This is an optimization exercise on Yosys and OpenROAD, whose aim is small area, a short achievable clock period and few clock cycles per item, not a production implementation. In this exercise RTL edits were held to simulation tests only and were not proved equivalent to the original.

// dehaze_top
module dehaze_top (
    input  logic         clk,
    input  logic         rst,
    input  logic         in_valid,
    output logic         in_ready,
    input  logic [215:0] window,
    input  logic [23:0]  atm,
    input  logic [47:0]  atm_inv,
    output logic         out_valid,
    input  logic         out_ready,
    output logic [23:0]  out_pixel
);
    logic take;
    logic [71:0] chan_r, chan_g, chan_b;
    logic [11:0] ps_r, pc_r, ps_g, pc_g, ps_b, pc_b;
    logic [11:0] sum_r, sum_g, sum_b;
    for (genvar k = 0; k < 9; k++) begin : g_chan
        assign chan_r[8*k +: 8] = window[24*k + 16 +: 8];
        assign chan_g[8*k +: 8] = window[24*k + 8 +: 8];
        assign chan_b[8*k +: 8] = window[24*k +: 8];
    end
    sum9_cs u_sr (.x(chan_r), .ps(ps_r), .pc(pc_r));
    sum9_cs u_sg (.x(chan_g), .ps(ps_g), .pc(pc_g));
    sum9_cs u_sb (.x(chan_b), .ps(ps_b), .pc(pc_b));
    logic [47:0] sinv_c;
    for (genvar c = 0; c < 3; c++) begin : g_sinv
        assign sinv_c[16*c +: 16] = atm_inv[16*c +: 16] - {4'd0, atm_inv[16*c+4 +: 12]};
    end
    assign sum_r = ps_r + pc_r;
    assign sum_g = ps_g + pc_g;
    assign sum_b = ps_b + pc_b;
    logic        v1;
    logic [11:0] s1_sum_r, s1_sum_g, s1_sum_b;
    logic [47:0] s1_sinv;
    logic [23:0] s1_ctr;
    logic [23:0] s1_atm;
    logic [7:0]  mean_r, mean_g, mean_b;
    logic [7:0]  m_sel;
    logic [15:0] i_sel;
    mean9 u_mr (.sum(s1_sum_r), .mean(mean_r));
  ...
Settings: LEC_CHECK=0, ABC_AREA=1, CAP_MARGIN=20, CORE_MARGIN=2, CORE_UTILIZATION=55, SETUP_SLACK_MARGIN=4.5, SLEW_MARGIN=20; clock period 10.0 ns.
run.sh (not shown) runs the stock make flow with config.mk's settings and CLKGATE_MAP_FILE= SYNTH_SCRIPT=/design/flow/synth_recipe.tcl, a recipe that flattens the netlist after the stock synthesis.
Testbench counts at the start, summed over its fixed seeds: cycles 2,456, items 2,400.
Change:
--- a/flow/design.v
+++ b/flow/design.v
@@ -102,83 +102,71 @@
     assign clamp = (|hi_bit) || (low >= 19'(dehaze_pkg::RATIO_CLAMP));
     assign t_raw = ~low[15:0];
     recip_lz   u_lz (.t(t_raw), .k(k_raw));
     recip_norm u_nm (.t(t_raw), .k(k_raw), .tn(tn_raw));
     assign tn = clamp ? 16'(dehaze_pkg::T_MIN * 8) : tn_raw;
     assign k  = clamp ? 2'd3 : k_raw;
 endmodule
 `timescale 1ns/1ns
 module record_fifo #(
     parameter int W     = 24,
-    parameter int DEPTH = 8
+    parameter int DEPTH = 7
 ) (
     input  logic         clk,
     input  logic         rst,
     input  logic         take,
     output logic         can_take,
     input  logic         in_valid,
     input  logic [W-1:0] in_data,
     output logic         out_valid,
     input  logic         out_ready,
     output logic [W-1:0] out_data
 );
-    localparam int MEM_N = DEPTH - 1;
-    logic [W-1:0] mem [MEM_N];
-    logic [$clog2(MEM_N)-1:0]   wr_ptr;
-    logic [$clog2(MEM_N)-1:0]   rd_ptr;
-    logic [$clog2(MEM_N+1)-1:0] count;
+    logic [W-1:0] mem [DEPTH];
+    logic [$clog2(DEPTH)-1:0]   wr_ptr;
+    logic [$clog2(DEPTH)-1:0]   rd_ptr;
+    logic [$clog2(DEPTH+1)-1:0] count;
     logic [$clog2(DEPTH+1)-1:0] owed;
     logic                       pop;
-    logic                       head_free;
-    logic                       from_mem;
-    logic                       to_mem;
-    assign can_take  = owed != DEPTH;
     assign pop       = out_valid && out_ready;
-    assign head_free = !out_valid || pop;
-    assign from_mem  = head_free && (count != 0);
-    assign to_mem    = in_valid && !(head_free && (count == 0));
+    assign can_take  = (owed != DEPTH) || pop;
+    assign out_valid = count != 0;
+    assign out_data  = mem[rd_ptr];
     always_ff @(posedge clk) begin
         if (rst) begin
-            wr_ptr    <= '0;
-            rd_ptr    <= '0;
-            count     <= '0;
-            owed      <= '0;
-            out_valid <= 1'b0;
+            wr_ptr <= '0;
+            rd_ptr <= '0;
+            count  <= '0;
+            owed   <= '0;
         end else begin
-            if (to_mem) begin
-                wr_ptr <= (wr_ptr == MEM_N - 1) ? '0 : wr_ptr + 1'b1;
+            if (in_valid) begin
+                wr_ptr <= (wr_ptr == DEPTH - 1) ? '0 : wr_ptr + 1'b1;
             end
-            if (from_mem) begin
-                rd_ptr <= (rd_ptr == MEM_N - 1) ? '0 : rd_ptr + 1'b1;
+            if (pop) begin
+                rd_ptr <= (rd_ptr == DEPTH - 1) ? '0 : rd_ptr + 1'b1;
             end
-            case ({to_mem, from_mem})
+            case ({in_valid, pop})
                 2'b10:   count <= count + 1'b1;
                 2'b01:   count <= count - 1'b1;
                 default: count <= count;
             endcase
             case ({take, pop})
                 2'b10:   owed <= owed + 1'b1;
                 2'b01:   owed <= owed - 1'b1;
                 default: owed <= owed;
             endcase
-            if (head_free) begin
-                out_valid <= (count != 0) || in_valid;
-            end
         end
     end
     always_ff @(posedge clk) begin
-        if (to_mem) begin
+        if (in_valid) begin
             mem[wr_ptr] <= in_data;
         end
-        if (head_free) begin
-            out_data <= (count != 0) ? mem[rd_ptr] : in_data;
-        end
     end
 endmodule
 `timescale 1ns/1ns
 module recip_lz (
     input  logic [15:0] t,
     output logic [1:0]  k
 );
     always_comb begin
         if (t[15])      k = 2'd0;
         else if (t[14]) k = 2'd1;
@@ -398,21 +386,21 @@
     logic [23:0] s6_mag;
     logic [2:0]  s6_below;
     logic [23:0] s6_atm;
     logic [23:0] rec_pix;
     for (genvar c = 0; c < 3; c++) begin : g_rec
         recover_ch u_rc (
             .a(s6_atm[8*c +: 8]), .mag(s6_mag[8*c +: 8]), .below(s6_below[c]),
             .y(rec_pix[8*c +: 8])
         );
     end
-    record_fifo #(.W(24), .DEPTH(8)) u_out (
+    record_fifo #(.W(24), .DEPTH(7)) u_out (
         .clk       (clk),
         .rst       (rst),
         .take      (take),
         .can_take  (in_ready),
         .in_valid  (v6),
         .in_data   (rec_pix),
         .out_valid (out_valid),
         .out_ready (out_ready),
         .out_data  (out_pixel)
     );
What happened: Routed wire length falls by about 1.6%; non-clock buffer count climbs by 12; sequential share of layout area went down by 0.88 points; final area fell by about 1.7%; worst hold slack stays flat; global-route usage is about the same; core utilization rose by 0.30 points.
Testbench counts after the change, summed over its fixed seeds: cycles 2,456, items 2,400.

* * *

Another version of the RTL of dehaze_top (not shown whole).
make LEC_CHECK=0 ABC_AREA=1 CAP_MARGIN=20 CORE_MARGIN=2 CORE_UTILIZATION=55 SETUP_SLACK_MARGIN=4.5 SLEW_MARGIN=20 finish   # period 10.0 ns
Testbench counts at the start, summed over its fixed seeds: cycles 2,456, items 2,400.
Rerun with:
--- a/flow/design.v
+++ b/flow/design.v
@@ -100,75 +100,87 @@
         assign hi_bit[i] = m[i] && (|s[15:16-i]);
     end
     assign clamp = (|hi_bit) || (low >= 19'(dehaze_pkg::RATIO_CLAMP));
     assign t_raw = ~low[15:0];
     recip_lz   u_lz (.t(t_raw), .k(k_raw));
     recip_norm u_nm (.t(t_raw), .k(k_raw), .tn(tn_raw));
     assign tn = clamp ? 16'(dehaze_pkg::T_MIN * 8) : tn_raw;
     assign k  = clamp ? 2'd3 : k_raw;
 endmodule
 `timescale 1ns/1ns
 module record_fifo #(
     parameter int W     = 24,
-    parameter int DEPTH = 7
+    parameter int DEPTH = 8
 ) (
     input  logic         clk,
     input  logic         rst,
     input  logic         take,
     output logic         can_take,
     input  logic         in_valid,
     input  logic [W-1:0] in_data,
     output logic         out_valid,
     input  logic         out_ready,
     output logic [W-1:0] out_data
 );
-    logic [W-1:0] mem [DEPTH];
-    logic [$clog2(DEPTH)-1:0]   wr_ptr;
-    logic [$clog2(DEPTH)-1:0]   rd_ptr;
-    logic [$clog2(DEPTH+1)-1:0] count;
+    localparam int MEM_N = DEPTH - 1;
+    logic [W-1:0] mem [MEM_N];
+    logic [$clog2(MEM_N)-1:0]   wr_ptr;
+    logic [$clog2(MEM_N)-1:0]   rd_ptr;
+    logic [$clog2(MEM_N+1)-1:0] count;
     logic [$clog2(DEPTH+1)-1:0] owed;
     logic                       pop;
+    logic                       head_free;
+    logic                       from_mem;
+    logic                       to_mem;
+    assign can_take  = owed != DEPTH;
     assign pop       = out_valid && out_ready;
-    assign can_take  = (owed != DEPTH) || pop;
-    assign out_valid = count != 0;
-    assign out_data  = mem[rd_ptr];
+    assign head_free = !out_valid || pop;
+    assign from_mem  = head_free && (count != 0);
+    assign to_mem    = in_valid && !(head_free && (count == 0));
     always_ff @(posedge clk) begin
         if (rst) begin
-            wr_ptr <= '0;
-            rd_ptr <= '0;
-            count  <= '0;
-            owed   <= '0;
+            wr_ptr    <= '0;
+            rd_ptr    <= '0;
+            count     <= '0;
+            owed      <= '0;
+            out_valid <= 1'b0;
         end else begin
-            if (in_valid) begin
-                wr_ptr <= (wr_ptr == DEPTH - 1) ? '0 : wr_ptr + 1'b1;
+            if (to_mem) begin
+                wr_ptr <= (wr_ptr == MEM_N - 1) ? '0 : wr_ptr + 1'b1;
             end
-            if (pop) begin
-                rd_ptr <= (rd_ptr == DEPTH - 1) ? '0 : rd_ptr + 1'b1;
+            if (from_mem) begin
+                rd_ptr <= (rd_ptr == MEM_N - 1) ? '0 : rd_ptr + 1'b1;
             end
-            case ({in_valid, pop})
+            case ({to_mem, from_mem})
                 2'b10:   count <= count + 1'b1;
                 2'b01:   count <= count - 1'b1;
                 default: count <= count;
             endcase
             case ({take, pop})
                 2'b10:   owed <= owed + 1'b1;
                 2'b01:   owed <= owed - 1'b1;
                 default: owed <= owed;
             endcase
+            if (head_free) begin
+                out_valid <= (count != 0) || in_valid;
+            end
         end
     end
     always_ff @(posedge clk) begin
-        if (in_valid) begin
+        if (to_mem) begin
             mem[wr_ptr] <= in_data;
         end
+        if (head_free) begin
+            out_data <= (count != 0) ? mem[rd_ptr] : in_data;
+        end
     end
 endmodule
 `timescale 1ns/1ns
 module recip_lz (
     input  logic [15:0] t,
     output logic [1:0]  k
 );
     always_comb begin
         if (t[15])      k = 2'd0;
         else if (t[14]) k = 2'd1;
         else if (t[13]) k = 2'd2;
         else            k = 2'd3;
@@ -416,25 +428,25 @@
     end
     logic        v6;
     logic [23:0] s6_mag;
     logic [2:0]  s6_below;
     logic [23:0] s6_atm;
     logic [23:0] rec_pix;
     for (genvar c = 0; c < 3; c++) begin : g_rec
         recover_ch u_rc (
             .a(s6_atm[8*c +: 8]), .mag(s6_mag[8*c +: 8]), .below(s6_below[c]),
             .y(rec_pix[8*c +: 8])
         );
     end
-    record_fifo #(.W(24), .DEPTH(7)) u_out (
+    record_fifo #(.W(24), .DEPTH(8)) u_out (
         .clk       (clk),
         .rst       (rst),
         .take      (take),
         .can_take  (in_ready),
         .in_valid  (v6),
         .in_data   (rec_pix),
         .out_valid (out_valid),
         .out_ready (out_ready),
         .out_data  (out_pixel)
     );
     assign take = in_valid && in_ready;
     always_ff @(posedge clk) begin
- The changed run completed with no timing, DRC or antenna violations
- synthesized area came out higher by a few percent
- clock skew came out higher by 9.0 ps
- critical path depth came out lower by 1
- synthesized cell count came out higher by a few percent
- hold slack improves by 9.7 ps
- die area came out higher by a few percent
- routed wire length came out higher by a few percent
- setup slack improves by 230 ps
- via count came out higher by a few percent
- cell count came out higher slightly
- count of clock-buffer cells in the layout came out higher by 9
Testbench counts after the change, summed over its fixed seeds: cycles 2,456, items 2,400.

==> re-timing with driven ports <==
No port has a modelled driver above. Below, the same layouts with a new extraction and two added sets of constraints.
Step 1 sets driving cells, clkbuf_16 on the clock port and buf_2 on the other inputs (assumed; they add their load-dependent delay and slew).
Step 2 moves the port delays by t, midway between the first and last clock arrival at a register: inputs arrive t later, outputs are due t later. That takes back most of the time a late clock gives input paths.
a / b / c = ideal / step 1 / step 2; a / b = the first two.
| run | t (ns) | setup slack, ns | worst setup path at the end | slew at the worst register clock pin (ns) | worst slew at a driven data input, ns |
|---|---|---|---|---|---|
| the first run of note 1 | 0.722 | 4.395 / 4.395 / 3.933 | input to register | 0.07 / 0.07 | 0.09 |
| the second run of note 1 | 0.689 | 4.399 / 4.399 / 3.915 | input to register | 0.07 / 0.07 | 0.07 |
| the first run of note 2 | 0.716 | 4.369 / 4.369 / 3.913 | input to register | 0.07 / 0.07 | 0.08 |
| the second run of note 2 | 0.714 | 4.596 / 4.596 / 3.929 | input to register | 0.07 / 0.07 | 0.08 |
After both steps setup and hold are still met in every run listed. The setup slack of the second run of note 2, which loses most, moves by 0.000 ns with the drivers and by -0.667 ns with both steps.
